From an optimization exercise on the open Yosys and OpenROAD flow, aimed at small area, a short achievable clock period and few clock cycles per item; shortcuts taken in it are not production practice.
Only simulation tests tie the RTL to the original design; equivalence was not proved.
Power and IR drop assume default switching activity.

==> flow/run.sh <==
#!/bin/bash
# synth_recipe.tcl (not shown) runs the flow's synth.tcl, then flattens the netlist and writes it again
# the make line also repeats each setting of config.mk as NAME=value (left out here)
make -C /OpenROAD-flow-scripts/flow DESIGN_CONFIG=/design/flow/config.mk WORK_HOME=/design/flow/orfs CLKGATE_MAP_FILE= SYNTH_SCRIPT=/design/flow/synth_recipe.tcl finish
==> flow/config.mk <==
export PLATFORM = sky130hd
export DESIGN_NAME = running_mean_variance_stats
export DESIGN_NICKNAME = running_mean_variance_stats
export VERILOG_FILES = /design/flow/design.v
export SDC_FILE = /design/flow/constraint.sdc
export NUM_CORES = 4
export LEC_CHECK = 0
export CAP_MARGIN = 20
export CORE_MARGIN = 2
export CORE_UTILIZATION = 40
export CTS_BUF_LIST = sky130_fd_sc_hd__clkbuf_16
export CTS_CLUSTER_DIAMETER = 100
export CTS_CLUSTER_SIZE = 28
export SETUP_SLACK_MARGIN = 5
export SLEW_MARGIN = 20
==> flow/constraint.sdc <==
create_clock -name core_clock -period 10.0 [get_ports {aclk}]
set_input_delay 2.0000 -clock core_clock [delete_from_list [all_inputs] [get_ports {aclk}]]
set_output_delay 2.0000 -clock core_clock [all_outputs]
set_load 0.01 [all_outputs]
==> flow/design.v <==
package rmvs_pkg;
    localparam int FRAC_BITS = 16;
    localparam int CNT_W     = 32;
    localparam int VAL_W     = 32;
    localparam int SQ_W      = 64;
    localparam int BUSY_W    = 48;
    localparam int UTIL_W    = 17;
    localparam logic MODE_SAMPLE = 1'b0;
    localparam logic MODE_BUSY   = 1'b1;
endpackage
module running_mean_variance_stats (
    input  logic        aclk,
    input  logic        aresetn,
    input  logic        cfg_valid,
    output logic        cfg_ready,
    input  logic [47:0] cfg_data,
    input  logic        s_tvalid,
    output logic        s_tready,
    input  logic [31:0] s_tdata,    
    input  logic        s_tuser,    
    output logic        m_tvalid,
    input  logic        m_tready,
    output logic [119:0] m_tdata
);
    logic [31:0] n_reg, mean_reg;
    logic [63:0] s_reg;
    logic [47:0] busy_reg, total_reg;
    logic [31:0] sd_reg;           
    logic [16:0] util_reg;
    logic        pend_reg;         
    logic        stale_reg;        
    logic        xv_reg, xm_reg;
    logic [31:0] x_reg;
    logic        f_busy, f_neg, f_util;
    logic        f_hen, f_hsub;    
    logic [5:0]  f_cnt;
    logic [31:0] f_rem, f_nq, f_d1;
    logic [63:0] f_acc;
    logic        r_busy, r_kz;
    logic [4:0]  r_cnt;
    logic [31:0] r_k;
    logic [63:0] r_rem, r_q;
    logic        u_run, u_done, u_isbusy, u_bit, u_tz;
    logic [4:0]  u_cnt;
    logic [47:0] u_rem;
    logic [16:0] u_q;
    logic        p_v, p_busy;      
    logic        h_v, h_busy;      
    logic [16:0] h_val;
    logic s_fire, c_fire, m_fire;
    assign s_tready  = !xv_reg;
    assign cfg_ready = !xv_reg && !u_run && !p_v;
    assign m_tvalid  = pend_reg && !r_busy;
    assign m_tdata   = {7'd0, util_reg, sd_reg, mean_reg, n_reg};
    assign s_fire = s_tvalid && s_tready;
    assign c_fire = cfg_valid && cfg_ready;
    assign m_fire = m_tvalid && m_tready;
    logic n_max;                   
    logic n_ge3;                   
    logic u_start;
    assign u_start = p_v && !u_run && !u_done;
    logic need_u;
    assign need_u = xm_reg || stale_reg;
    logic disp;
    assign disp = xv_reg && !f_busy && (!need_u || !p_v);
    logic [49:0] xb_sum;
    logic [32:0] xm_diff;
    logic [31:0] mx_diff, d1_new;
    assign xb_sum  = {1'b0, xm_reg ? {1'b0, busy_reg} : {17'h1FFFF, ~mean_reg}, !xm_reg} +
                     {18'd0, x_reg, !xm_reg};
    assign xm_diff = xb_sum[33:1];
    logic [32:0] mq_sum;
    assign mq_sum  = {mean_reg, 1'b1} +
                     (f_busy ? {f_nq ^ {32{f_neg}}, f_neg} : {~x_reg, 1'b1});
    assign mx_diff = mq_sum[32:1];
    assign d1_new  = xm_diff[32] ? mx_diff : xm_diff[31:0];
    logic [48:0] b_sum;
    assign b_sum = xb_sum[49:1];
    logic [47:0] b_new;
    assign b_new = b_sum[48] ? 48'hFFFF_FFFF_FFFF : b_sum[47:0];
    logic [32:0] f_sh;
    logic [34:0] f_dsum;
    logic [33:0] f_diff;
    logic        f_ge;
    assign f_sh   = {f_rem, f_nq[31]};
    assign f_dsum = {1'b0, f_sh, 1'b1} + {2'b11, ~n_reg, n_max};
    assign f_diff = f_dsum[34:1];
    assign f_ge   = !f_diff[33];
    logic [63:0] f_acc2, f_hor;
    assign f_acc2 = {f_acc[62:0], 1'b0};
    logic        f_sub;
    logic [63:0] f_add;
    assign f_sub = f_hsub;
    assign f_add = f_hen ? ({32'd0, f_d1} ^ {64{f_sub}}) : 64'd0;
    logic [65:0] s_ca, s_cb, s_cc, s_cs, s_cy;
    logic [66:0] s_sum;
    logic [63:0] s_new;
    assign s_ca  = {2'b00, s_reg};
    assign s_cb  = {1'b0, f_acc2[63:0], 1'b0} >> 1;
    assign s_cc  = {{2{f_add[63]}}, f_add};
    assign s_cs  = s_ca ^ s_cb ^ s_cc;
    assign s_cy  = (s_ca & s_cb) | (s_ca & s_cc) | (s_cb & s_cc);
    logic [66:0] h_a, h_b;
    assign h_a   = f_cnt[5] ? {s_cs, f_sub} : {2'b00, f_acc2, 1'b1};
    assign h_b   = f_cnt[5] ? {s_cy[64:0], 1'b0, f_sub} : {{2{f_add[63]}}, f_add, f_sub};
    assign s_sum = h_a + h_b;
    assign f_hor = s_sum[64:1];
    assign s_new = s_sum[65] ? 64'hFFFF_FFFF_FFFF_FFFF : s_sum[64:1];
    logic [31:0] mean_new, n_new, k_new;
    assign mean_new = mq_sum[32:1];
    assign n_new    = n_max ? n_reg : n_reg + 32'd1;
    assign k_new    = n_max ? 32'hFFFF_FFFE : n_reg;
    logic f_fin;
    assign f_fin = f_busy && f_cnt[5];    
    logic slot;
    assign slot = !pend_reg;
    logic commit_s;
    assign commit_s = f_fin && slot && !(h_v && h_busy) &&
                      !((u_run || u_done) && u_isbusy) && !(p_v && p_busy) &&
                      !(f_util && !h_v);
    logic commit_b;
    assign commit_b = h_v && h_busy && slot;
    logic h_pop;
    assign h_pop = commit_b || (commit_s && f_util);
    logic h_load;
    assign h_load = u_done && (!h_v || h_pop);
    logic [65:0] r_r4;
    logic [66:0] r_diff, r_ca, r_cb, r_cc, r_cs, r_cy;
    logic        r_b;
    assign r_r4   = {r_rem, s_reg[63:62]};
    assign r_ca   = {1'b0, r_r4};
    assign r_cb   = ~{1'b0, r_q, 2'b00};
    assign r_cc   = ~{35'd0, r_k};
    assign r_cs   = r_ca ^ r_cb ^ r_cc;
    assign r_cy   = (r_ca & r_cb) | (r_ca & r_cc) | (r_cb & r_cc);
    logic [67:0] r_dsum;
    assign r_dsum = {r_cs, 1'b1} + {r_cy[65:0], 1'b1, 1'b1};
    assign r_diff = r_dsum[67:1];
    assign r_b    = !r_diff[66] && !r_kz;
    logic [63:0] r_q2, r_qk;
    assign r_q2 = {r_q[62:0], 1'b0};
    assign r_qk = r_q2 + {32'd0, r_k};
    logic [48:0] u_sh;
    logic [49:0] u_diff;
    logic        u_ge;
    assign u_sh   = {u_rem, u_bit};
    assign u_diff = {1'b0, u_sh} - {2'b0, total_reg};
    assign u_ge   = !u_diff[49];
    logic [16:0] u_val;
    assign u_val = u_tz ? 17'd0 : (u_q[16] ? 17'h10000 : {1'b0, u_q[15:0]});
    always_ff @(posedge aclk) begin
        if (!aresetn) begin
            n_reg     <= '0;
            n_max     <= 1'b0;
            n_ge3     <= 1'b0;
            mean_reg  <= '0;
            s_reg     <= '0;
            busy_reg  <= '0;
            total_reg <= '0;
            sd_reg    <= '0;
            util_reg  <= '0;
            pend_reg  <= 1'b0;
            stale_reg <= 1'b0;
            xv_reg    <= 1'b0;
            f_busy    <= 1'b0;
            r_busy    <= 1'b0;
            u_run     <= 1'b0;
            u_done    <= 1'b0;
            h_v       <= 1'b0;
            p_v       <= 1'b0;
        end else begin
            if (s_fire) begin
                xv_reg <= 1'b1;
                x_reg  <= s_tdata;
                xm_reg <= s_tuser;
            end else if (disp) begin
                xv_reg <= 1'b0;
            end
            if (c_fire) begin
                total_reg <= cfg_data;
                stale_reg <= 1'b1;
            end else if (disp && need_u) begin
                stale_reg <= 1'b0;
            end
            if (disp) begin
                if (need_u) begin
                    p_v    <= 1'b1;
                    p_busy <= xm_reg;
                end
                if (xm_reg) begin
                    busy_reg <= b_new;
                end else begin
                    f_busy <= 1'b1;
                    f_util <= stale_reg;
                    f_neg  <= xm_diff[32];
                    f_d1   <= d1_new;
                    f_hsub <= 1'b0;
                    if (n_ge3) begin
                        f_cnt  <= 6'd2;
                        f_nq   <= {d1_new[29:0], 2'b00};
                        f_acc  <= d1_new[31] ? {32'd0, d1_new} : 64'd0;
                        f_hen  <= d1_new[30];
                    end else begin
                        f_cnt  <= 6'd0;
                        f_nq   <= d1_new;
                        f_acc  <= '0;
                        f_hen  <= 1'b0;
                    end
                end
            end
            if (f_busy && !f_cnt[5]) begin
                f_nq   <= {f_nq[30:0], f_ge};
                f_hen  <= f_nq[31] ^ f_ge;
                f_hsub <= f_ge && !f_nq[31];
                f_acc  <= f_hor;
                f_cnt  <= f_cnt + 6'd1;
            end
            if (u_start) begin
                p_v      <= 1'b0;
                u_run    <= 1'b1;
                u_isbusy <= p_busy;
                u_cnt    <= 5'd0;
                u_tz     <= (total_reg == 48'd0);
            end
            if (u_run) begin
                u_q   <= {u_q[15:0], u_ge};
                u_cnt <= u_cnt + 5'd1;
                if (u_cnt == 5'd16) begin
                    u_run  <= 1'b0;
                    u_done <= 1'b1;
                end
            end
            if (r_busy) begin
                sd_reg <= {sd_reg[30:0], r_b};
                s_reg  <= {s_reg[61:0], s_reg[63:62]};
                r_cnt  <= r_cnt + 5'd1;
                if (r_cnt == 5'd31) r_busy <= 1'b0;
            end
            if (h_load) begin
                h_v    <= 1'b1;
                h_busy <= u_isbusy;
                h_val  <= u_val;
                u_done <= 1'b0;
            end else if (h_pop) begin
                h_v    <= 1'b0;
            end
            if (commit_s) begin
                f_busy   <= 1'b0;
                n_reg    <= n_new;
                n_max    <= n_max || (n_reg == 32'hFFFF_FFFE);
                n_ge3    <= n_ge3 || (n_reg == 32'd2);
                mean_reg <= mean_new;
                pend_reg <= 1'b1;
                r_busy   <= 1'b1;
                r_k      <= k_new;
                r_kz     <= n_reg == 32'd0;
                sd_reg   <= '0;
                if (|n_reg[31:4]) begin
                    r_cnt <= 5'd2;
                    s_reg <= {s_new[59:0], s_new[63:60]};
                end else begin
                    r_cnt <= 5'd0;
                    s_reg <= s_new;
                end
                if (f_util) util_reg <= h_val;
            end else if (commit_b) begin
                util_reg <= h_val;
                pend_reg <= 1'b1;
            end else if (m_fire) begin
                pend_reg <= 1'b0;
            end
        end
    end
    always_ff @(posedge aclk) begin
        if (disp && !xm_reg) begin
            if (n_ge3) f_rem <= {30'd0, d1_new[31:30]};
            else       f_rem <= '0;
        end else begin
            f_rem <= f_ge ? f_diff[31:0] : f_sh[31:0];
        end
        if (u_start) begin
            u_rem <= {1'b0, busy_reg[47:1]};
            u_bit <= busy_reg[0];
        end else begin
            u_rem <= u_ge ? u_diff[47:0] : u_sh[47:0];
            u_bit <= 1'b0;
        end
        if (commit_s) begin
            r_q <= '0;
            if (|n_reg[31:4]) r_rem <= {60'd0, s_new[63:60]};
            else              r_rem <= '0;
        end else begin
            r_rem <= r_b ? r_diff[63:0] : r_r4[63:0];
            r_q   <= r_b ? r_qk : r_q2;
        end
    end
endmodule
==> results by group, run 1 <==
Outcome
  – Status: timing/DRC/antenna clean

STA
  – Top achievable clock speed: 0.2040 GHz
  – Max-slew violation total from the final report: 0
  – Post-Route Setup TNS: 0 ns
  – Setup WS post-layout: 5.099 ns
  – Skew final: ~0.07 ns
  – Relative slew margins: 30.19%
  – Clock period minus final worst setup slack: between 4 and 5 ns
  – Tcrit/Tclk final: between 40% and 50%
  – Worst slew pin tran: around 1.0 ns
  – RSZ-0062 raised after global routing: yes
  – Hold Fails Final Rpt: 0
  – Final setup violation count: 0

Power and ir drop
  – PwrDens: 265.5 nW/um2
  – Leak pwr: approximately 0.022 uW
  – Peak VDD IR: 0.2091 mV

GRT
  – Pin count of the biggest net entering global routing: around 110
  – Vias in the first global route: 41670
  – First-pass GRT wire length: 229500 um
  – Overflow after GRT: 0
  – Gr usage total: 21.52%
  – Initial antenna violation count: 0

Critical path
  – Crit-path slowest cell: edfxtp_1
  – CP top delay family: compound AO/OA/AOI/OAI gates
  – Crit Path Max Fanout: 18
  – Critical path's largest stage delay: 0.45 ns
  – Worst-path cell chain: buf_12 -> xor2_1 -> and2_1 -> fa_1 -> mux2_2 -> ha_4 -> a21oi_2 -> o22ai_1 -> o31ai_4 -> o211ai_1 -> buf_4 -> o21ai_2 -> nand3_1 -> a21o_4 -> a211oi_2 -> o21ai_1 -> xnor2_2 -> a21o_1 -> a221oi_1
  – WP data required: between 10 and 15 ns
  – Reg2Reg Setup Slack: between 5 and 6 ns
  – Reg2reg path depth: 19
  – Crit path buffers/inverters: 2
  – Reg-to-Reg Start: f_hsub$_SDFFCE_PN0P_
  – Critical path arrival: roughly 5.4 ns
  – Worst R2R End: s_reg[3]$_SDFFE_PN0N_
  – CP startpoint kind: register
  – WS Path Type: reg -> reg
  – Worst setup EP type: register

Yosys
  – Post-synth EDFFs: about 250
  – Post-synthesis sequential area ratio: about a third
  – Cells after Synth: 6076
  – #FFs+latches synth: about 740
  – Post-synthesis cell type count: slightly above 90
  – Mapped cell area: 51090 um2
  – Mean Syn Cell Area: 8.409 um2
  – Synthesis Warnings: 1
  – Post-synth ARST share: 0%
  – Most used DFF post-synth: dfxtp_1

Final layout
  – Final nets: 6646
  – Fillers: 12510
  – Final cell utilization of the core: 44.83%
  – P&R area growth vs syn: 11.61%
  – Layout cells sized above 1: between 6 and 7%
  – Design area: 57020 um2
  – Antenna Cells: 0

Route
  – DRC: 0
  – Drt pass-1 iters: 6
  – Remaining antenna violation count after routing: 0
  – Vias/cell: approximately 5.5
  – DR vias: between 40000 and 50000
  – Wire per inst: 18.82 um
  – Final WL: 147000 um
  – 1st-iter DRT viols: 3214

Floorplan
  – Chip width: approximately 360 um
  – # IOs: around 210
  – Die area: 130600 um2
  – Core area: around 130000 um2
  – Initial Utilization: 40.17%
  – Die height: 361.4 um
  – Row cnt: 131

Worst hold path
  – Hold Path Class: reg -> reg
  – Hold depth: 2
  – Min-delay src: r_q[15]$_SDFF_PP0_
  – Hold Path Sink: r_q[16]$_SDFF_PP0_

CTS
  – CTS buffer count: 42
  – Clk slew on worst S/H paths: 0.11 ns
  – CTS tree: built
  – CTS sink cnt: between 700 and 800
  – H-tree levels: 2
  – Max Root-Sink Buffers: 3
  – Clk root buf: clkbuf_16
  – Hold-fix buffers at CTS: 0
  – Clock latency on the worst-skew pair: 0.69 ns

Placed design
  – Pre-CTS setup slack: 3.839 ns
  – Cell Area, Placed: 54400 um2
  – RePlAce Congestion: 0.9157
  – Hpwl dp: 105400 um
  – Port Buffer Count: 201

Flow run
  – Max Cap Viol: 0
==> repair_timing <==
item,4_1_cts,5_1_grt
pin swaps,8,24
endpoints found under the setup margin,357,256
gates cloned,2,8
gates resized for setup,50,82
endpoints found under the hold margin,0,0
buffers inserted,18,21
==> layout make-up <==
class	count	area [um2]	area share (%)
Clock buffer	44	1101	1.931
Clock inverter	34	404.1	0.7087
Inverter	509	1923	3.372
Multi-Input combinational cell	4523	31160	54.64
Sequential cell	744	17410	30.53
Tap cell	1662	2079	3.647
Timing Repair Buffer	292	2948	5.169
==> cell usage after synthesis, drive strengths merged, types with 99 or more instances <==
library cell | number | area, um2
nand3 | 196 | 980.9
a21oi | 578 | 2897
xor2 | 129 | 1130
fa | 99 | 1982
dfxtp | 493 | 9869
mux2i | 182 | 1822
o21ai | 294 | 1471
a21o | 160 | 1201
clkbuf | 235 | 882.1
ha | 349 | 4367
inv | 508 | 1907
edfxtp | 251 | 7537
nor2 | 464 | 1744
xnor2 | 256 | 2250
nand2 | 708 | 2658
==> cells in the final DEF (no fill, tap or decap), types with 200 or more instances in the layout <==
cell type	instances
nor2_1	460
edfxtp_1	251
inv_1	512
clkdlybuf4s50_1	200
a21oi_1	566
dfxtp_1	491
nand2_1	699
o21ai_0	276
xnor2_1	251
ha_1	336
==> worst max path at each step <==
stage / end / startpoint / cells past startpoint
3_5_place_dp: r_rem[1]$_DFF_P_ / f_hsub$_SDFFCE_PN0P_ / 19
5_1_grt: s_reg[3]$_SDFFE_PN0N_ / f_hsub$_SDFFCE_PN0P_ / 19
4_1_cts: s_reg[3]$_SDFFE_PN0N_ / f_hsub$_SDFFCE_PN0P_ / 18
6_report: s_reg[3]$_SDFFE_PN0N_ / f_hsub$_SDFFCE_PN0P_ / 19
3_3_place_gp: r_rem[1]$_DFF_P_ / f_hsub$_SDFFCE_PN0P_ / 19
2_1_floorplan: s_reg[62]$_SDFFE_PN0N_ / f_hsub$_SDFFCE_PN0P_ / 21
==> stage by stage <==
stage,power (uW),instances,hold WS (ns)
final,15140,7808,0.4524
after global placement,12680,7678,0.4223
after detailed placement,12750,7679,0.4255
after global routing,16480,7808,0.4591
after CTS,15000,7777,0.4525
after floorplan,10960,6082,0.4174
==> report_power, final <==
| part | switching, uW | internal, uW |
|---|---|---|
| registers | 405 | 3710 |
| clock network | 1230 | 906 |
| logic | 5100 | 3790 |
==> routing by layer <==
metal	routed length (um)	GRT usage, %	part of all wire, %
met5	0	0	0
met1	68290	29.48	46
met3	6622	1.951	4.5
met4	3980	6.127	2.7
met2	68090	36.07	46
==> worst reg2reg max path, delay by kind of cell (launching register included) <==
| kind | cells | cell delay [ns] |
|---|---|---|
| compound gates | 10 | 2.22 |
| xor+xnor | 2 | 0.42 |
| fa+ha+maj | 2 | 0.69 |
| buf+inv | 2 | 0.37 |
| flops | 1 | 0.45 |
| mux | 1 | 0.30 |
| simple gates | 2 | 0.32 |
==> logic make-up after synthesis <==
group           Yosys count  synth area share, %
compound gates         1612                20.03
xor+xnor                385                6.614
fa+ha+maj               448                12.43
buf+inv                 818                6.156
flops                   744                34.07
mux                     208                4.139
other cells               1             0.007339
simple gates           1860                16.56
Testbench counts, summed over its fixed seeds: cycles 48,282, items 2,048.
==> run 2, diff against run 1 <==
--- a/flow/config.mk
+++ b/flow/config.mk
@@ -10,6 +10,6 @@
 export CORE_UTILIZATION = 40
 export CTS_BUF_LIST = sky130_fd_sc_hd__clkbuf_16
 export CTS_CLUSTER_DIAMETER = 100
-export CTS_CLUSTER_SIZE = 28
+export CTS_CLUSTER_SIZE = 20
 export SETUP_SLACK_MARGIN = 5
 export SLEW_MARGIN = 20
==> run 2 against run 1 <==
Sequential power hardly changed. First-iteration DRC count is 2.7% lower. Core utilization is 0.070 points lower. Area after synthesis stayed put. Total power is 0.16% lower. Wire length hardly changed. Clock power hardly changed. Die area stayed put. Cell area is 0.16% lower. Fmax is 0.41% higher. Worst setup slack better by 0.020 ns.
==> results by group, run 2 <==
Final layout
  – Layout cells sized above 1: 5.674% (-0.40 points)
  – Design area: 56940 um2 (-0.16%)
  – Commonest cells after routing, fill and taps aside: nand2_1 (699), a21oi_1 (568), inv_1 (530), dfxtp_1 (491), nor2_1 (460)
  – Multi-input logic area: 31100 um2 (-0.18%)
  – Antenna Cells: 0 (unchanged)
  – Fillers: 12490 (-0.17%)
  – Commonest non-fill, non-tap cell in the layout: nand2_1
  – P&R area growth vs syn: 11.43%
  – Seq. cell area: 17410 um2 (unchanged)
  – Final nets: 6646 (unchanged)

STA
  – Skew final: 0.04274 ns (-0.02884 ns)
  – Worst slew pin tran: 1.067 ns (+0.02358 ns)
  – Final setup violation count: 0 (unchanged)
  – Hold Fails Final Rpt: 0 (unchanged)
  – Relative slew margins: 28.73% (-1.5 points)
  – Clock period minus final worst setup slack: 4.882 ns (-0.01979 ns)
  – RSZ-0062 raised after global routing: yes
  – Max-slew violation total from the final report: 0 (unchanged)
  – Top achievable clock speed: 0.2048 GHz (+0.41%)
  – Tcrit/Tclk final: 48.82% (-0.20 points)
  – Post-Route Setup TNS: 0 ns (unchanged)

Floorplan
  – Initial Utilization: 40.17% (unchanged)
  – Row cnt: 131 (unchanged)
  – # IOs: 209 (unchanged)
  – Chip width: 361.4 um (unchanged)
  – Die area: 130600 um2 (unchanged)
  – Core area: 127200 um2 (unchanged)
  – Die height: 361.4 um (unchanged)

CTS
  – CTS tree: built
  – Clk root buf: clkbuf_16
  – Max Root-Sink Buffers: 3 (unchanged)
  – Clock latency on the worst-skew pair: 0.69 ns (about the same)
  – Hold-fix buffers at CTS: 0 (unchanged)
  – Clk slew on worst S/H paths: 0.10 ns (about the same)
  – CTS sink cnt: 744 (unchanged)
  – H-tree levels: 2 (unchanged)
  – CTS buffer count: 47 (+12%)

Critical path
  – Crit Path Max Fanout: 18 (unchanged)
  – WS Path Type: reg -> reg
  – CP startpoint kind: register
  – Critical path arrival: 5.43 ns (about the same)
  – Worst setup EP type: register
  – WP data required: 10.55 ns (about the same)

Route
  – DR vias: 43180 (+0.32%)
  – Remaining antenna violation count after routing: 0 (unchanged)
  – Vias/cell: 5.526 (+0.26%)
  – 1st-iter DRT viols: 3128 (-2.7%)
  – DRC: 0 (unchanged)
  – Drt pass-1 iters: 5 (-1)
  – Wire per inst: 18.83 um (about the same)
  – Final WL: 147100 um (about the same)

GRT
  – Gr usage total: 21.55% (+0.034 points)
  – Initial antenna violation count: 0 (unchanged)
  – Pin count of the biggest net entering global routing: 105 (unchanged)
  – Vias in the first global route: 41720 (+0.12%)
  – First-pass GRT wire length: 230100 um (+0.22%)
  – Overflow after GRT: 0 (unchanged)

Yosys
  – Post-synth EDFFs: 251 (unchanged)
  – Synth Area in XOR/XNOR: 6.614% (unchanged)
  – Synth area leader: dfxtp_1
  – Cells after Synth: 6076 (unchanged)
  – Synthesis Warnings: 1 (unchanged)
  – Post-synthesis cell type count: 92 (unchanged)
  – Mapped cell area: 51090 um2 (unchanged)
  – Top cells by area, synth: dfxtp_1 (19%), edfxtp_1 (15%), ha_1 (8.5%), a21oi_1 (5.7%), nand2_1 (5.2%)
  – Post-Synth Adder-Cell Area: 12.43% (unchanged)
  – Post-synth ARST share: 0% (unchanged)
  – Post-synthesis sequential area ratio: 34.07% (unchanged)
  – Most used DFF post-synth: dfxtp_1
  – Simple-Gate Fraction of Synth Area: 16.56% (unchanged)
  – Multiplexer share of the synthesized area: 4.139% (unchanged)
  – Top cell type's share of synthesized area: 19.32% (unchanged)
  – Compound-Gate Fraction of Synth Area: 20.03% (unchanged)
  – Count leader, synth: nand2_1
  – #FFs+latches synth: 744 (unchanged)
  – Synth cell count leaders: nand2_1 (708), a21oi_1 (577), inv_1 (506)
  – Combinational family with the most area after synthesis: compound AO/OA/AOI/OAI gates
  – Mean Syn Cell Area: 8.409 um2 (unchanged)

Power and ir drop
  – Peak VDD IR: 0.2050 mV (-2.0%)
  – Pint: 8422 uW (+0.20%)
  – Comb pwr share: 58.8% (about the same)
  – Clock power frac: 14.0% (about the same)
  – Sequential fraction of design power: 27.2% (about the same)
  – Leak pwr: 0.02244 uW (+0.19%)
  – Switching power: 6692 uW (-0.62%)
  – Switching share of power: 44.28% (-0.20 points)
  – PwrDens: 265.5 nW/um2 (about the same)

Flow run
  – Max Cap Viol: 0 (unchanged)

Outcome
  – Status: timing/DRC/antenna clean

Placed design
  – Cell Area, Placed: 54400 um2 (unchanged)
  – RePlAce Congestion: 0.9157 (unchanged)
  – Hpwl dp: 105400 um (unchanged)
  – Port Buffer Count: 201 (unchanged)

Worst hold path
  – Hold Path Class: reg -> reg
==> run 2: cell families after synthesis <==
| logic type | after synthesis |
|---|---|
| and+or+nand+nor | 1860 |
| AOI/OAI and AO/OA | 1612 |
| buffers and inverters | 818 |
| DFF | 744 |
| adders and majority gates | 448 |
| xor gates and xnor gates | 385 |
| muxes | 208 |
| other | 1 |
==> run 2: per-layer routing <==
| layer | up-vias | routed length [um] | track usage, % |
|---|---|---|---|
| li1 | 21410 | - | - |
| met1 | 20550 | 68490 | 29.57 |
| met2 | 1031 | 67770 | 35.97 |
| met3 | 184 | 6435 | 1.956 |
| met4 | 0 | 4380 | 6.364 |
| met5 | - | 0 | 0 |
==> run 2: cell type report <==
type	instances	area share, %
clock buffer	48	2.110
clock inverter	40	0.5120
inverter	509	3.378
multi-input combinational	4523	54.62
sequential	744	30.58
tap	1662	3.652
timing repair buffer	287	5.144
==> run 2: worst paths after layout <==
| check | start | end | slack [ns] | cells after the start |
|---|---|---|---|---|
| max reg2reg | f_hsub$_SDFFCE_PN0P_ | s_reg[62]$_SDFFE_PN0N_ | 5.12 | 20 |
| max | f_hsub$_SDFFCE_PN0P_ | s_reg[62]$_SDFFE_PN0N_ | 5.12 | 20 |
| min | f_rem[7]$_SDFF_PP0_ | f_rem[8]$_SDFF_PP0_ | 0.45 | 2 |
| min reg2reg | f_rem[7]$_SDFF_PP0_ | f_rem[8]$_SDFF_PP0_ | 0.45 | 2 |
==> run 2: metrics by stage <==
stage	total power [uW]	hold slack, ns	setup WS, ns	util [%]	cells
finish	15110	0.4454	5.118	44.76	7813
floorplan	10960	0.4174	5.001	-	6082
detailed placement	12750	0.4255	3.839	42.77	7679
global placement	12680	0.4223	3.989	42.75	7678
CTS	14980	0.4432	4.921	44.21	7781
global route	16470	0.4485	4.904	44.76	7813
==> run 2: power groups by stage <==
stage	Clock (uW)	Combinational, uW	Sequential, uW
2_1_floorplan	0	6940	4020
3_3_place_gp	0	8510	4170
3_5_place_dp	0	8580	4170
4_1_cts	2180	8700	4110
5_1_grt	2280	10000	4170
6_report	2120	8890	4110
==> run 2: critical path, cell delays in order, from the launching register on <==
cell,delay (ns)
edfxtp_1,0.44
buf_12,0.19
xor2_1,0.18
and2_1,0.18
fa_1,0.42
mux2_2,0.28
ha_2,0.37
a21o_1,0.14
a21oi_1,0.09
o21ai_0,0.32
nand3_1,0.21
nand3_2,0.17
a21bo_4,0.20
a21oi_4,0.08
o31a_1,0.31
buf_4,0.16
o41ai_2,0.31
xor2_1,0.19
buf_4,0.16
nor2b_1,0.04
a2111oi_0,0.33
==> run 2: what timing repair did <==
| item | in CTS | in global routing |
|---|---|---|
| cloned | 2 | 8 |
| setup endpoints to repair | 357 | 246 |
| pin swaps | 10 | 14 |
| gates resized for setup | 46 | 70 |
| buffers inserted | 12 | 22 |
==> run 3, diff against run 2 <==
--- a/flow/config.mk
+++ b/flow/config.mk
@@ -10,6 +10,6 @@
 export CORE_UTILIZATION = 40
 export CTS_BUF_LIST = sky130_fd_sc_hd__clkbuf_16
 export CTS_CLUSTER_DIAMETER = 100
-export CTS_CLUSTER_SIZE = 20
+export CTS_CLUSTER_SIZE = 24
 export SETUP_SLACK_MARGIN = 5
 export SLEW_MARGIN = 20
==> run 3 against run 2 <==
Still clean on timing, DRC and antenna. Register-to-register slack gained 0.08 ns. Hold slack gained 0.0039 ns. Worst setup slack gained 0.077 ns. Area after synthesis is the same. Wire length shrank 0.69%. Core utilization shrank 0.13 points. Synthesized cell count is the same. Critical endpoint is now s_reg[3]$_SDFFE_PN0N_.
==> results by group, run 3 <==
GRT
  – Vias in the first global route: 41680 (-0.089%)
  – First-pass GRT wire length: 230100 um (about the same)
  – Overflow after GRT: 0 (unchanged)
  – Pin count of the biggest net entering global routing: 105 (unchanged)
  – Gr usage total: 21.58% (+0.028 points)
  – Initial antenna violation count: 0 (unchanged)

STA
  – RSZ-0062 raised after global routing: yes
  – Max-slew violation total from the final report: 0 (unchanged)
  – Final setup violation count: 0 (unchanged)
  – Relative slew margins: 30.06% (+1.3 points)
  – Skew final: 0.04585 ns (+0.003114 ns)
  – Top achievable clock speed: 0.2081 GHz (+1.6%)
  – Hold Fails Final Rpt: 0 (unchanged)
  – Clock period minus final worst setup slack: 4.805 ns (-0.07699 ns)
  – Setup WS post-layout: 5.195 ns (+0.07699 ns)
  – Tcrit/Tclk final: 48.05% (-0.77 points)
  – Worst slew pin tran: 1.049 ns (-0.01774 ns)
  – Post-Route Setup TNS: 0 ns (unchanged)

Critical path
  – Crit Path Max Fanout: 18 (unchanged)
  – Worst setup EP type: register
  – WP data required: 10.58 ns (+0.03 ns)
  – Reg-to-Reg Start: f_hsub$_SDFFCE_PN0P_
  – Reg2reg path depth: 19 (-5.0%)
  – Worst R2R End: s_reg[3]$_SDFFE_PN0N_
  – CP startpoint kind: register
  – WS Path Type: reg -> reg
  – Reg2Reg Setup Slack: 5.20 ns (+0.08 ns)
  – Critical path arrival: 5.38 ns (-0.05 ns)

Final layout
  – Antenna Cells: 0 (unchanged)
  – Fillers: 12550 (+0.50%)
  – Final nets: 6634 (-0.18%)
  – Layout cells sized above 1: 5.542% (-0.13 points)
  – P&R area growth vs syn: 11.10%
  – Commonest cells after routing, fill and taps aside: nand2_1 (698), a21oi_1 (568), inv_1 (519), dfxtp_1 (491), nor2_1 (460)
  – Commonest non-fill, non-tap cell in the layout: nand2_1

Power and ir drop
  – PwrDens: 266.0 nW/um2 (+0.21%)
  – Leak pwr: 0.02235 uW (-0.40%)
  – Tot Pwr: 15100 uW (about the same)
  – Peak VDD IR: 0.2098 mV (+2.3%)

Route
  – Wire per inst: 18.73 um (-0.49%)
  – Vias/cell: 5.512 (-0.26%)
  – DRC: 0 (unchanged)
  – Top sig layer: met4
  – 1st-iter DRT viols: 3172 (+1.4%)
  – Drt pass-1 iters: 5 (unchanged)
  – DR WL met3: 6338 um (-1.5%)
  – WL met1: 68370 um (-0.17%)
  – Final WL: 146100 um (-0.69%)
  – DR vias: 42980 (-0.46%)
  – Remaining antenna violation count after routing: 0 (unchanged)
  – Met2 wire len: 67290 um (-0.71%)

Yosys
  – Mean Syn Cell Area: 8.409 um2 (unchanged)
  – Synthesis Warnings: 1 (unchanged)
  – Post-synth EDFFs: 251 (unchanged)
  – Synth cell count leaders: nand2_1 (708), a21oi_1 (577), inv_1 (506)
  – Most used DFF post-synth: dfxtp_1
  – Top cell type's share of synthesized area: 19.32% (unchanged)
  – #FFs+latches synth: 744 (unchanged)
  – Top cells by area, synth: dfxtp_1 (19%), edfxtp_1 (15%), ha_1 (8.5%), a21oi_1 (5.7%), nand2_1 (5.2%)
  – Post-synthesis cell type count: 92 (unchanged)
  – Post-synthesis sequential area ratio: 34.07% (unchanged)
  – Mapped cell area: 51090 um2 (unchanged)
  – Cells after Synth: 6076 (unchanged)
  – Count leader, synth: nand2_1
  – Synth area leader: dfxtp_1
  – Post-synth ARST share: 0% (unchanged)

Floorplan
  – Die height: 361.4 um (unchanged)
  – Core area: 127200 um2 (unchanged)
  – Chip width: 361.4 um (unchanged)
  – Initial Utilization: 40.17% (unchanged)
  – # IOs: 209 (unchanged)
  – Row cnt: 131 (unchanged)
  – Die area: 130600 um2 (unchanged)

CTS
  – Clk root buf: clkbuf_16
  – CTS sink cnt: 744 (unchanged)
  – CTS tree: built
  – Clk slew on worst S/H paths: 0.10 ns (about the same)
  – CTS buffer count: 43 (-8.5%)
  – Max Root-Sink Buffers: 3 (unchanged)
  – H-tree levels: 2 (unchanged)
  – Hold-fix buffers at CTS: 0 (unchanged)
  – Clock latency on the worst-skew pair: 0.70 ns (about the same)

Worst hold path
  – Hold Path Class: reg -> reg
  – Hold depth: 0 (-2)
  – Min-delay src: u_q[0]$_DFFE_PP_
  – Hold Path Sink: u_q[1]$_DFFE_PP_

Placed design
  – Pre-CTS setup slack: 3.839 ns (unchanged)
  – RePlAce Congestion: 0.9157 (unchanged)
  – Port Buffer Count: 201 (unchanged)
  – Hpwl dp: 105400 um (unchanged)

Flow run
  – Max Cap Viol: 0 (unchanged)

Outcome
  – Status: timing/DRC/antenna clean
-- run 3: worst max-delay path by stage --
| stage | from | endpoint | cells after the start |
|---|---|---|---|
| floorplan | f_hsub$_SDFFCE_PN0P_ | s_reg[62]$_SDFFE_PN0N_ | 21 |
| global placement | f_hsub$_SDFFCE_PN0P_ | r_rem[1]$_DFF_P_ | 19 |
| detailed placement | f_hsub$_SDFFCE_PN0P_ | r_rem[1]$_DFF_P_ | 19 |
| CTS | f_hsub$_SDFFCE_PN0P_ | s_reg[49]$_SDFFE_PN0N_ | 18 |
| global route | r_k[2]$_SDFFCE_PP1P_ | r_q[44]$_SDFF_PP0_ | 16 |
| finish | f_hsub$_SDFFCE_PN0P_ | s_reg[3]$_SDFFE_PN0N_ | 19 |
-- run 3: area by class of cell --
class                      instances  area, um2  area share, %
clock inverter                    35      339.1         0.5973
tap                             1662       2079          3.663
timing repair buffer             279       2804          4.940
inverter                         509       1923          3.388
multi-input combinational       4523      31080          54.75
clock buffer                      45       1126          1.984
sequential                       744      17410          30.67
-- run 3: critical path: stages (launching register included) --
cell	delay (ns)
edfxtp_1	0.44
buf_12	0.19
xor2_1	0.17
and2_1	0.18
fa_1	0.42
mux2_2	0.30
ha_4	0.27
a21oi_2	0.17
o22ai_1	0.16
o31ai_4	0.40
o211ai_1	0.16
buf_4	0.17
o21ai_2	0.21
nand3_1	0.14
a21o_4	0.26
a211oi_4	0.24
o21ai_1	0.14
xnor2_2	0.22
a21o_1	0.21
a221oi_1	0.24
-- run 3: metal layers --
layer | track usage, % | vias to the layer above
met5 | 0 | -
met4 | 6.209 | 0
met3 | 2.109 | 174
met2 | 36.07 | 958
met1 | 29.52 | 20490
li1 | - | 21360
-- run 3: where the power goes --
part	total (uW)	internal, uW	switching [uW]
Clock	2110	907	1200
Sequential	4110	3710	404
Combinational	8880	3780	5100
-- run 3: logic make-up after synthesis --
family,share of synthesized area (%)
and+or+nand+nor,16.56
xor gates and xnor gates,6.614
buffers and inverters,6.156
AOI/OAI and AO/OA,20.03
muxes,4.139
DFF,34.07
other,0.007339
adders and majority gates,12.43
-- run 3: through the flow --
step / std cells / hold slack (ns) / cell area (um2) / util, %
final: 7797 / 0.4493 / 56760 / 44.63
after global routing: 7797 / 0.4479 / 56760 / 44.63
after CTS: 7777 / 0.4439 / 56270 / 44.24
after detailed placement: 7679 / 0.4255 / 54400 / 42.77
after global placement: 7678 / 0.4223 / 54380 / 42.75
after floorplan: 6082 / 0.4174 / 51140 / -
-- run 3: repair_timing --
action | in CTS | in global routing
endpoints found under the setup margin | 354 | 258
resized for setup | 51 | 64
buffers inserted | 15 | 14
gates cloned | 3 | 4
pin swaps | 9 | 17
==> run 4, diff against run 3 <==
--- a/flow/config.mk
+++ b/flow/config.mk
@@ -11,5 +11,6 @@
 export CTS_BUF_LIST = sky130_fd_sc_hd__clkbuf_16
 export CTS_CLUSTER_DIAMETER = 100
 export CTS_CLUSTER_SIZE = 24
+export PLACE_DENSITY = 0.75
 export SETUP_SLACK_MARGIN = 5
 export SLEW_MARGIN = 20
==> run 4 against run 3 <==
Count of clock-buffer cells in the layout shrank 2. Wire length is 1.5% lower. First-iteration DRC count grew 7.7%. Clock skew fell by 0.0062 ns. Critical path type unchanged. Largest cell class unchanged. Core utilization increased by 0.27 points. Highest routed layer unchanged. Via count grew 2.4%. Non-clock buffer count up 17. Sequential share of layout area down 0.18 points.
==> results by group, run 4 <==
Placed design
  – RePlAce Congestion: 0.9562 (+4.4%)
  – Cell Area, Placed: 54380 um2 (about the same)
  – Port Buffer Count: 201 (unchanged)
  – Hpwl dp: 102000 um (-3.2%)

Floorplan
  – Chip width: 361.4 um (unchanged)
  – Core area: 127200 um2 (unchanged)
  – Die height: 361.4 um (unchanged)
  – Initial Utilization: 40.17% (unchanged)
  – # IOs: 209 (unchanged)
  – Row cnt: 131 (unchanged)
  – Die area: 130600 um2 (unchanged)

Outcome
  – Status: timing/DRC/antenna clean

Route
  – DRC: 0 (unchanged)
  – Vias/cell: 5.631 (+2.1%)
  – Final WL: 143900 um (-1.5%)
  – DR vias: 43990 (+2.4%)
  – Remaining antenna violation count after routing: 0 (unchanged)
  – 1st-iter DRT viols: 3415 (+7.7%)
  – Wire per inst: 18.41 um (-1.7%)
  – Drt pass-1 iters: 6 (+1)

Final layout
  – Layout cells sized above 1: 6.227% (+0.68 points)
  – Final nets: 6651 (+0.26%)
  – Commonest non-fill, non-tap cell in the layout: nand2_1
  – Antenna Cells: 0 (unchanged)
  – Design area: 57110 um2 (+0.61%)
  – Final cell utilization of the core: 44.90% (+0.27 points)
  – Commonest cells after routing, fill and taps aside: nand2_1 (698), a21oi_1 (567), inv_1 (519), dfxtp_1 (490), nor2_1 (460)
  – P&R area growth vs syn: 11.77%

STA
  – Clock period minus final worst setup slack: 4.922 ns (+0.1173 ns)
  – Tcrit/Tclk final: 49.22% (+1.2 points)
  – Worst slew pin tran: 1.292 ns (+0.2424 ns)
  – Top achievable clock speed: 0.2032 GHz (-2.4%)
  – RSZ-0062 raised after global routing: yes
  – Hold Fails Final Rpt: 0 (unchanged)
  – Final setup violation count: 0 (unchanged)
  – Max-slew violation total from the final report: 0 (unchanged)
  – Relative slew margins: 13.90% (-16 points)
  – Post-Route Setup TNS: 0 ns (unchanged)
  – Skew final: 0.03962 ns (-0.006228 ns)
  – Hold slack final: 0.4412 ns (-0.008121 ns)

Yosys
  – Top cell type's share of synthesized area: 19.32% (unchanged)
  – Cells after Synth: 6076 (unchanged)
  – Most used DFF post-synth: dfxtp_1
  – Mean Syn Cell Area: 8.409 um2 (unchanged)
  – Synth cell count leaders: nand2_1 (708), a21oi_1 (577), inv_1 (506)
  – Synthesis Warnings: 1 (unchanged)
  – Post-synthesis sequential area ratio: 34.07% (unchanged)
  – #FFs+latches synth: 744 (unchanged)
  – Top cells by area, synth: dfxtp_1 (19%), edfxtp_1 (15%), ha_1 (8.5%), a21oi_1 (5.7%), nand2_1 (5.2%)
  – Synth area leader: dfxtp_1
  – Post-synth ARST share: 0% (unchanged)
  – Post-synth EDFFs: 251 (unchanged)
  – Post-synthesis cell type count: 92 (unchanged)
  – Count leader, synth: nand2_1
  – Mapped cell area: 51090 um2 (unchanged)

GRT
  – Pin count of the biggest net entering global routing: 121 (+15%)
  – First-pass GRT wire length: 225000 um (-2.2%)
  – Vias in the first global route: 42350 (+1.6%)
  – Gr usage total: 20.90% (-0.68 points)
  – Overflow after GRT: 0 (unchanged)
  – Initial antenna violation count: 1 (+1)

Critical path
  – WS Path Type: reg -> reg
  – CP startpoint kind: register
  – WP data required: 10.57 ns (about the same)
  – Critical path arrival: 5.49 ns (+0.11 ns)
  – Worst setup EP type: register
  – Crit Path Max Fanout: 20 (+2)

CTS
  – CTS sink cnt: 744 (unchanged)
  – Clk root buf: clkbuf_16
  – Max Root-Sink Buffers: 3 (unchanged)
  – CTS buffer count: 43 (unchanged)
  – Clk slew on worst S/H paths: 0.11 ns (about the same)
  – CTS tree: built
  – Clock latency on the worst-skew pair: 0.68 ns (-0.02 ns)
  – Hold-fix buffers at CTS: 0 (unchanged)
  – H-tree levels: 2 (unchanged)

Power and ir drop
  – PwrDens: 264.0 nW/um2 (-0.74%)
  – Tot Pwr: 15080 uW (-0.14%)
  – Peak VDD IR: 0.3184 mV (+52%)
  – Leak pwr: 0.02241 uW (+0.24%)

Flow run
  – Max Cap Viol: 0 (unchanged)

Worst hold path
  – Hold Path Class: reg -> reg
## run 4: final cells by class
cell class	instances	area, um2
flip-flops and latches	744	17410
clock buffers	43	1076
inverters	509	1923
fillers	12230	70080
well taps	1662	2079
repair buffers	296	3029
multi-input cells	4523	31260
clock inverters	36	327.8
## run 4: repair_timing
item,in CTS,in global routing
resized for setup,53,93
buffers inserted,7,38
pin swaps,9,21
gates cloned,5,6
endpoints found under the setup margin,338,254
endpoints found under the hold margin,0,0
## run 4: stage by stage
step / cells / worst slack [ns]
2_1_floorplan: 6082 / 5.001
3_3_place_gp: 7675 / 3.900
3_5_place_dp: 7676 / 3.739
4_1_cts: 7767 / 4.920
5_1_grt: 7813 / 4.860
6_report: 7813 / 5.078
## run 4: final timing paths
| kind | to | cells after the start | from | slack, ns |
|---|---|---|---|---|
| hold / removal | r_rem[46]$_SDFF_PP0_ | 2 | r_rem[44]$_SDFF_PP0_ | 0.44 |
| hold reg to reg | r_rem[46]$_SDFF_PP0_ | 2 | r_rem[44]$_SDFF_PP0_ | 0.44 |
| setup reg to reg | s_reg[21]$_SDFFE_PN0N_ | 20 | f_hsub$_SDFFCE_PN0P_ | 5.08 |
| setup / recovery | s_reg[21]$_SDFFE_PN0N_ | 20 | f_hsub$_SDFFCE_PN0P_ | 5.08 |
## run 4: kinds of logic after synthesis
family                   after synthesis  share of synthesized area (%)
AND/OR/NAND/NOR                     1860                          16.56
AO/OA/AOI/OAI                       1612                          20.03
buffers and inverters                818                          6.156
flip-flops                           744                          34.07
adder cells (fa/ha/maj)              448                          12.43
XOR/XNOR                             385                          6.614
multiplexers                         208                          4.139
other                                  1                       0.007339
## run 4: layer usage
metal | vias up | track usage, % | wire (um)
li1 | 21410 | - | -
met1 | 20940 | 26.87 | 62010
met3 | 255 | 2.282 | 8246
met4 | 0 | 7.190 | 4904
met2 | 1393 | 36.30 | 68710
met5 | - | 0 | 0
## run 4: where the power goes
| group | switching [uW] | internal, uW | total (uW) |
|---|---|---|---|
| combinational | 5140 | 3800 | 8940 |
| clock | 1170 | 872 | 2040 |
| sequential | 395 | 3710 | 4100 |
| total | 6700 | 8380 | 15100 |
## run 4: critical path, cell delays in order, from the launching register on
cell and delay, ns:
edfxtp_1 0.44, buf_12 0.19, xor2_1 0.16, and2_1 0.17, fa_1 0.42, mux2_2 0.30, ha_4 0.26, and4_2 0.27
nor2b_1 0.16, a2111oi_4 0.32, o21bai_1 0.13, or3_1 0.34, o21ai_2 0.25, nand2_2 0.12, a41oi_4 0.28, xnor2_4 0.17
buf_6 0.14, nor2_4 0.04, buf_12 0.20, buf_12 0.18, a221oi_2 0.27
==> run 5, diff against run 4 <==
--- a/flow/config.mk
+++ b/flow/config.mk
@@ -9,8 +9,7 @@
 export CORE_MARGIN = 2
 export CORE_UTILIZATION = 40
 export CTS_BUF_LIST = sky130_fd_sc_hd__clkbuf_16
-export CTS_CLUSTER_DIAMETER = 100
+export CTS_CLUSTER_DIAMETER = 60
 export CTS_CLUSTER_SIZE = 24
-export PLACE_DENSITY = 0.75
 export SETUP_SLACK_MARGIN = 5
 export SLEW_MARGIN = 20
==> run 5 against run 4 <==
Wire length rose by 2.5%. Clock power rose by 68%. Synthesized cell count did not move. Sequential share of layout area fell by 0.72 points. First-iteration DRC count fell by 11%. Fmax rose by 1.4%. Critical path depth did not move. Largest cell class unchanged. Critical endpoint is now s_reg[62]$_SDFFE_PN0N_. Clock skew rose by 0.016 ns. Critical path type unchanged.
==> results by group, run 5 <==
Outcome
  – Status: timing/DRC/antenna clean

Yosys
  – Post-synth ARST share: 0% (unchanged)
  – Mean Syn Cell Area: 8.409 um2 (unchanged)
  – Mapped cell area: 51090 um2 (unchanged)
  – Post-synthesis sequential area ratio: 34.07% (unchanged)
  – Top cells by area, synth: dfxtp_1 (19%), edfxtp_1 (15%), ha_1 (8.5%), a21oi_1 (5.7%), nand2_1 (5.2%)
  – Synth area leader: dfxtp_1
  – Post-synthesis cell type count: 92 (unchanged)
  – Cells after Synth: 6076 (unchanged)
  – Synthesis Warnings: 1 (unchanged)
  – Top cell type's share of synthesized area: 19.32% (unchanged)
  – #FFs+latches synth: 744 (unchanged)
  – Post-synth EDFFs: 251 (unchanged)
  – Most used DFF post-synth: dfxtp_1
  – Synth cell count leaders: nand2_1 (708), a21oi_1 (577), inv_1 (506)
  – Count leader, synth: nand2_1

Placed design
  – Placed Instances: 7679 (+0.039%)
  – Hpwl dp: 105400 um (+3.3%)
  – Port Buffer Count: 201 (unchanged)
  – RePlAce Congestion: 0.9157 (-4.2%)

CTS
  – CTS sink cnt: 744 (unchanged)
  – CTS buffer count: 87 (+100%)
  – CTS tree: built
  – Clk root buf: clkbuf_16
  – Hold-fix buffers at CTS: 0 (unchanged)
  – Max Root-Sink Buffers: 3 (unchanged)
  – H-tree levels: 3 (+1)
  – Clock latency on the worst-skew pair: 0.73 ns (+0.05 ns)
  – Clk slew on worst S/H paths: 0.08 ns (-0.03 ns)

Flow run
  – Max Cap Viol: 0 (unchanged)

Route
  – Drt pass-1 iters: 6 (unchanged)
  – Vias/cell: 5.495 (-2.4%)
  – Wire per inst: 18.71 um (+1.6%)
  – DR vias: 43330 (-1.5%)
  – Final WL: 147500 um (+2.5%)
  – DRC: 0 (unchanged)
  – 1st-iter DRT viols: 3054 (-11%)
  – Remaining antenna violation count after routing: 0 (unchanged)

Floorplan
  – Die area: 130600 um2 (unchanged)
  – Die height: 361.4 um (unchanged)
  – Core area: 127200 um2 (unchanged)
  – Initial Utilization: 40.17% (unchanged)
  – Chip width: 361.4 um (unchanged)
  – Row cnt: 131 (unchanged)
  – # IOs: 209 (unchanged)

Final layout
  – Antenna Cells: 0 (unchanged)
  – Layout cells sized above 1: 7.119% (+0.89 points)
  – P&R area growth vs syn: 14.49%
  – Final nets: 6682 (+0.47%)
  – Fin cells: 7885 (+0.92%)
  – Commonest non-fill, non-tap cell in the layout: nand2_1
  – Fillers: 12350 (+0.97%)
  – Commonest cells after routing, fill and taps aside: nand2_1 (698), a21oi_1 (567), inv_1 (510), dfxtp_1 (491), nor2_1 (460)

STA
  – Top achievable clock speed: 0.2060 GHz (+1.4%)
  – Skew final: 0.05582 ns (+0.01620 ns)
  – Final setup violation count: 0 (unchanged)
  – Clock period minus final worst setup slack: 4.855 ns (-0.06698 ns)
  – Hold slack final: 0.4402 ns (-0.0009260 ns)
  – RSZ-0062 raised after global routing: yes
  – Worst slew pin tran: 1.090 ns (-0.2015 ns)
  – Post-Route Setup TNS: 0 ns (unchanged)
  – Tcrit/Tclk final: 48.55% (-0.67 points)
  – Max-slew violation total from the final report: 0 (unchanged)
  – Relative slew margins: 27.18% (+13 points)
  – Hold Fails Final Rpt: 0 (unchanged)

Critical path
  – WP data required: 10.59 ns (+0.02 ns)
  – WS Path Type: reg -> reg
  – Critical path's largest stage delay: 0.43 ns (about the same)
  – Worst setup EP type: register
  – Critical path arrival: 5.45 ns (-0.04 ns)
  – Crit Path Max Fanout: 18 (-10%)
  – CP startpoint kind: register
  – Worst-path cell chain: buf_12 -> xor2_1 -> and2_1 -> fa_1 -> mux2_2 -> ha_2 -> a21o_1 -> a21oi_1 -> o21ai_0 -> nand3_1 -> nand3_2 -> a21bo_4 -> a21oi_4 -> o31a_1 -> buf_4 -> o41ai_2 -> xor2_1 -> buf_4 -> nor2b_1 -> a2111oi_0
  – Crit-path slowest cell: edfxtp_1
  – CP top delay family: compound AO/OA/AOI/OAI gates
  – Crit path buffers/inverters: 3 (-1)

Power and ir drop
  – Peak VDD IR: 0.1822 mV (-43%)
  – PwrDens: 281.0 nW/um2 (+6.4%)
  – Leak pwr: 0.02313 uW (+3.2%)

GRT
  – Initial antenna violation count: 0 (-1)
  – Pin count of the biggest net entering global routing: 105 (-13%)
  – First-pass GRT wire length: 231800 um (+3.0%)
  – Vias in the first global route: 42160 (-0.44%)
  – Gr usage total: 21.83% (+0.93 points)
  – Overflow after GRT: 0 (unchanged)

Worst hold path
  – Hold Path Class: reg -> reg
[run 5: cell counts after synthesis]
Identical to the previous run, type by type.
[run 5: metal layers]
layer / GRT usage [%] / vias up / wire [um]
met4: 6.471 / 0 / 4244
met1: 29.58 / 20610 / 68880
met3: 2.880 / 208 / 6507
li1: - / 21540 / -
met5: 0 / - / 0
met2: 36.17 / 975 / 67900
[run 5: path summary, 6_finish.rpt]
| path | cells past startpoint | end | slack [ns] | start |
|---|---|---|---|---|
| hold / removal | 0 | u_q[16]$_DFFE_PP_ | 0.44 | u_q[15]$_DFFE_PP_ |
| setup reg to reg | 20 | s_reg[62]$_SDFFE_PN0N_ | 5.15 | f_hsub$_SDFFCE_PN0P_ |
| setup / recovery | 20 | s_reg[62]$_SDFFE_PN0N_ | 5.15 | f_hsub$_SDFFCE_PN0P_ |
| hold reg to reg | 0 | u_q[16]$_DFFE_PP_ | 0.44 | u_q[15]$_DFFE_PP_ |
[run 5: cell type report]
type                            instances  area [um2]  area share [%]
Clock inverter                         76       920.9           1.574
Timing Repair Buffer                  283        2838           4.851
Clock buffer                           88        2202           3.765
Multi-Input combinational cell       4523       31120           53.20
Sequential cell                       744       17410           29.77
Tap cell                             1662        2079           3.555
Inverter                              509        1922           3.285
[run 5: repair_timing]
item	in CTS	in global routing
hold endpoints to repair	0	0
setup buffers	13	20
cloned	2	5
endpoints found under the setup margin	355	254
resized for setup	52	72
pin swaps	11	22
[run 5: logic make-up after synthesis]
family                     after synthesis  share of synthesized area, %
adders and majority gates              448                         12.43
other                                    1                      0.007339
AOI/OAI and AO/OA                     1612                         20.03
DFF                                    744                         34.07
xor gates and xnor gates               385                         6.614
muxes                                  208                         4.139
and+or+nand+nor                       1860                         16.56
buffers and inverters                  818                         6.156
[run 5: where the power goes]
group | switching (uW) | internal [uW] | total (uW) | leakage (uW)
clock network | 1650 | 1780 | 3430 | 0.00153
registers | 407 | 3710 | 4120 | 0.00638
logic | 5110 | 3790 | 8890 | 0.0152
[run 5: stage by stage]
stage	setup slack, ns	power, uW	util [%]	cell area, um2
2_1_floorplan	5.001	10960	-	51140
3_3_place_gp	3.989	12680	42.75	54380
3_5_place_dp	3.839	12750	42.77	54400
4_1_cts	5.003	16310	45.53	57900
5_1_grt	4.963	17820	45.99	58500
6_report	5.145	16440	45.99	58500
==> run 6, diff against run 5 <==
--- a/flow/config.mk
+++ b/flow/config.mk
@@ -5,11 +5,11 @@
 export SDC_FILE = /design/flow/constraint.sdc
 export NUM_CORES = 4
 export LEC_CHECK = 0
-export CAP_MARGIN = 20
+export CAP_MARGIN = 10
 export CORE_MARGIN = 2
 export CORE_UTILIZATION = 40
 export CTS_BUF_LIST = sky130_fd_sc_hd__clkbuf_16
-export CTS_CLUSTER_DIAMETER = 60
+export CTS_CLUSTER_DIAMETER = 100
 export CTS_CLUSTER_SIZE = 24
 export SETUP_SLACK_MARGIN = 5
-export SLEW_MARGIN = 20
+export SLEW_MARGIN = 10
==> run 6 against run 5 <==
Worst setup slack worse by 0.094 ns. Clock power down 41%. Die area did not move. Via count decreased by 0.49%. Global-route usage down 0.18 points. Highest routed layer is now met5. Critical path depth fell by 1.
==> results by group, run 6 <==
Final layout
  – P&R area growth vs syn: 11.56%
  – Commonest cells after routing, fill and taps aside: nand2_1 (699), a21oi_1 (566), inv_1 (519), dfxtp_1 (491), nor2_1 (460)
  – Final nets: 6661 (-0.31%)
  – Fillers: 12550 (+1.7%)
  – Layout cells sized above 1: 6.152% (-0.97 points)
  – Commonest non-fill, non-tap cell in the layout: nand2_1

CTS
  – CTS sink cnt: 744 (unchanged)
  – Clk slew on worst S/H paths: 0.10 ns (+0.02 ns)
  – Clock latency on the worst-skew pair: 0.68 ns (-0.05 ns)
  – H-tree levels: 2 (-1)
  – CTS tree: built
  – Max Root-Sink Buffers: 3 (unchanged)
  – CTS buffer count: 42 (-52%)
  – Clk root buf: clkbuf_16

Placed design
  – Port Buffer Count: 201 (unchanged)
  – Hpwl dp: 105500 um (about the same)
  – RePlAce Congestion: 0.9157 (unchanged)

Route
  – 1st-iter DRT viols: 3084 (+0.98%)
  – Wire per inst: 18.85 um (+0.76%)
  – Drt pass-1 iters: 5 (-1)
  – DR vias: 43120 (-0.49%)
  – DRC: 0 (unchanged)
  – Final WL: 147500 um (about the same)
  – Vias/cell: 5.511 (+0.29%)
  – Remaining antenna violation count after routing: 0 (unchanged)

STA
  – RSZ-0062 raised after global routing: yes
  – Worst slew pin tran: 1.077 ns (-0.01291 ns)
  – Relative slew margins: 28.04% (+0.86 points)
  – Clock period minus final worst setup slack: 4.949 ns (+0.09439 ns)
  – Final setup violation count: 0 (unchanged)
  – Skew final: 0.04684 ns (-0.008979 ns)
  – Max-slew violation total from the final report: 0 (unchanged)
  – Tcrit/Tclk final: 49.49% (+0.94 points)
  – Hold Fails Final Rpt: 0 (unchanged)
  – Top achievable clock speed: 0.2020 GHz (-1.9%)
  – Post-Route Setup TNS: 0 ns (unchanged)

Yosys
  – #FFs+latches synth: 744 (unchanged)
  – Top cell type's share of synthesized area: 19.32% (unchanged)
  – Mapped cell area: 51090 um2 (unchanged)
  – Post-synthesis sequential area ratio: 34.07% (unchanged)
  – Most used DFF post-synth: dfxtp_1
  – Synth area leader: dfxtp_1
  – Synth cell count leaders: nand2_1 (708), a21oi_1 (577), inv_1 (506)
  – Count leader, synth: nand2_1
  – Post-synth ARST share: 0% (unchanged)
  – Post-synthesis cell type count: 92 (unchanged)
  – Cells after Synth: 6076 (unchanged)
  – Synthesis Warnings: 1 (unchanged)
  – Post-synth EDFFs: 251 (unchanged)
  – Mean Syn Cell Area: 8.409 um2 (unchanged)
  – Top cells by area, synth: dfxtp_1 (19%), edfxtp_1 (15%), ha_1 (8.5%), a21oi_1 (5.7%), nand2_1 (5.2%)

Floorplan
  – Die area: 130600 um2 (unchanged)
  – Core area: 127200 um2 (unchanged)
  – Initial Utilization: 40.17% (unchanged)
  – # IOs: 209 (unchanged)
  – Die height: 361.4 um (unchanged)
  – Chip width: 361.4 um (unchanged)
  – Row cnt: 131 (unchanged)

Power and ir drop
  – Leak pwr: 0.02245 uW (-2.9%)
  – Pint: 8343 uW (-10%)
  – Sequential fraction of design power: 27.3% (+2.3 points)
  – Clock power frac: 13.5% (-7.4 points)
  – Switching share of power: 44.50% (+0.91 points)
  – Peak VDD IR: 0.2258 mV (+24%)
  – Comb pwr share: 59.2% (+5.1 points)
  – Tot Pwr: 15030 uW (-8.6%)
  – Switching power: 6689 uW (-6.6%)
  – PwrDens: 263.7 nW/um2 (-6.2%)

Critical path
  – Critical path arrival: 5.50 ns (+0.05 ns)
  – Reg2reg path depth: 19 (-5.0%)
  – Worst setup EP type: register
  – WP data required: 10.55 ns (-0.04 ns)
  – WS Path Type: reg -> reg
  – CP startpoint kind: register
  – Crit Path Max Fanout: 9 (-9)

Outcome
  – Status: timing/DRC/antenna clean

GRT
  – Overflow after GRT: 0 (unchanged)
  – Vias in the first global route: 41600 (-1.3%)
  – Initial antenna violation count: 1 (+1)
  – Pin count of the biggest net entering global routing: 105 (unchanged)
  – First-pass GRT wire length: 230700 um (-0.48%)
  – Gr usage total: 21.65% (-0.18 points)

Flow run
  – Max Cap Viol: 0 (unchanged)

Worst hold path
  – Hold Path Class: reg -> reg
  – Hold depth: 0 (unchanged)
run 6: metrics by stage:
step	instance area (um2)	utilization, %	hold WS [ns]	worst slack [ns]	std cells
floorplan	51140	-	0.4174	5.001	6082
finish	57000	44.81	0.4434	5.051	7824
CTS	56170	44.16	0.4456	5.003	7777
detailed placement	54380	42.75	0.4255	3.839	7678
global route	57000	44.81	0.4506	4.924	7823
global placement	54380	42.75	0.4223	3.989	7678
run 6: final timing paths:
path | start | end | slack (ns)
worst max-delay path | f_hsub$_SDFFCE_PN0P_ | s_reg[62]$_SDFFE_PN0N_ | 5.05
worst min-delay path | u_q[15]$_DFFE_PP_ | u_q[16]$_DFFE_PP_ | 0.44
worst min register to register | u_q[15]$_DFFE_PP_ | u_q[16]$_DFFE_PP_ | 0.44
worst max register to register | f_hsub$_SDFFCE_PN0P_ | s_reg[62]$_SDFFE_PN0N_ | 5.05
run 6: per-layer routing:
layer | routed length, um | share of wire, % | GRT usage (%) | up-vias
met3 | 6620 | 4.5 | 2.114 | 179
li1 | - | - | - | 21440
met4 | 3818 | 2.6 | 5.629 | 2
met1 | 68630 | 47 | 29.66 | 20560
met2 | 68430 | 46 | 36.40 | 939
met5 | 7 | 0.0047 | 0 | -
run 6: cell type report:
cell class | count | area, um2 | share of cell area [%]
diodes | 1 | 2.502 | 0.004390
clock buffers | 44 | 1101 | 1.932
clock inverters | 34 | 284.0 | 0.4983
inverters | 509 | 1926 | 3.378
multi-input cells | 4523 | 31120 | 54.60
flip-flops and latches | 744 | 17410 | 30.55
well taps | 1662 | 2079 | 3.648
repair buffers | 307 | 3072 | 5.389
run 6: critical path: stages (launching register included):
cell and delay [ns]:
edfxtp_1 0.42, buf_4 0.18, clkbuf_16 0.18, xor2_1 0.18, and2_1 0.19, fa_1 0.41
mux2_2 0.29, ha_1 0.37, and4_1 0.28, and3_1 0.24, nand3b_1 0.20, nand3_2 0.16
a21bo_2 0.25, a21oi_4 0.10, o31a_1 0.33, o41ai_2 0.31, xor2_1 0.19, buf_4 0.16
nor2b_1 0.04, a2111oi_0 0.36
run 6: cell families after synthesis:
logic type	share of synthesized area, %
compound gates	20.03
flops	34.07
simple gates	16.56
mux	4.139
buf+inv	6.156
xor+xnor	6.614
other cells	0.007339
fa+ha+maj	12.43
run 6: power by group through the flow:
| stage | combinational [uW] | sequential (uW) | clock, uW |
|---|---|---|---|
| 2_1_floorplan | 6940 | 4020 | 0 |
| 3_3_place_gp | 8510 | 4170 | 0 |
| 3_5_place_dp | 8590 | 4170 | 0 |
| 4_1_cts | 8750 | 4100 | 2090 |
| 5_1_grt | 10000 | 4170 | 2180 |
| 6_report | 8890 | 4110 | 2030 |
run 6: timing repair:
item / in CTS / in global routing
endpoints found under the setup margin: 358 / 171
hold endpoints to repair: 0 / 0
buffers inserted: 17 / 38
resized for setup: 49 / 86
hold buffers: 0 / 0
pin swaps: 10 / 26
cloned: 4 / 8

## port drivers added, routing unchanged
How much do the figures lean on ideal ports? The routed layouts below were timed once more, with nothing changed but the port constraints.
Step 1 sets driving cells, clkbuf_16 on the clock port and buf_2 on the other inputs (assumed; they add their load-dependent delay and slew).
Step 2 also shifts input and output timing later by t, the mid clock arrival at the registers, as if the neighbouring blocks saw the same clock.
a / b / c = ideal / step 1 / step 2; a / b = the first two.
| run | t, ns | slack for setup (ns) | clock arrival spread, ns |
|---|---|---|---|
| run 1 | 0.728 | 5.099 / 5.099 / 4.876 | 0.072 / 0.071 |
| run 2 | 0.740 | 5.118 / 5.118 / 4.887 | 0.043 / 0.043 |
| run 3 | 0.740 | 5.195 / 5.195 / 4.907 | 0.051 / 0.051 |
| run 4 | 0.732 | 5.078 / 5.078 / 5.007 | 0.046 / 0.046 |
| run 5 | 0.774 | 5.145 / 5.145 / 4.867 | 0.056 / 0.056 |
| run 6 | 0.733 | 5.051 / 5.051 / 4.877 | 0.052 / 0.052 |
After both steps setup and hold are still met in every run listed. For run 3, which loses most, drivers alone change the setup slack by 0.000 ns; drivers and shift together by -0.288 ns.
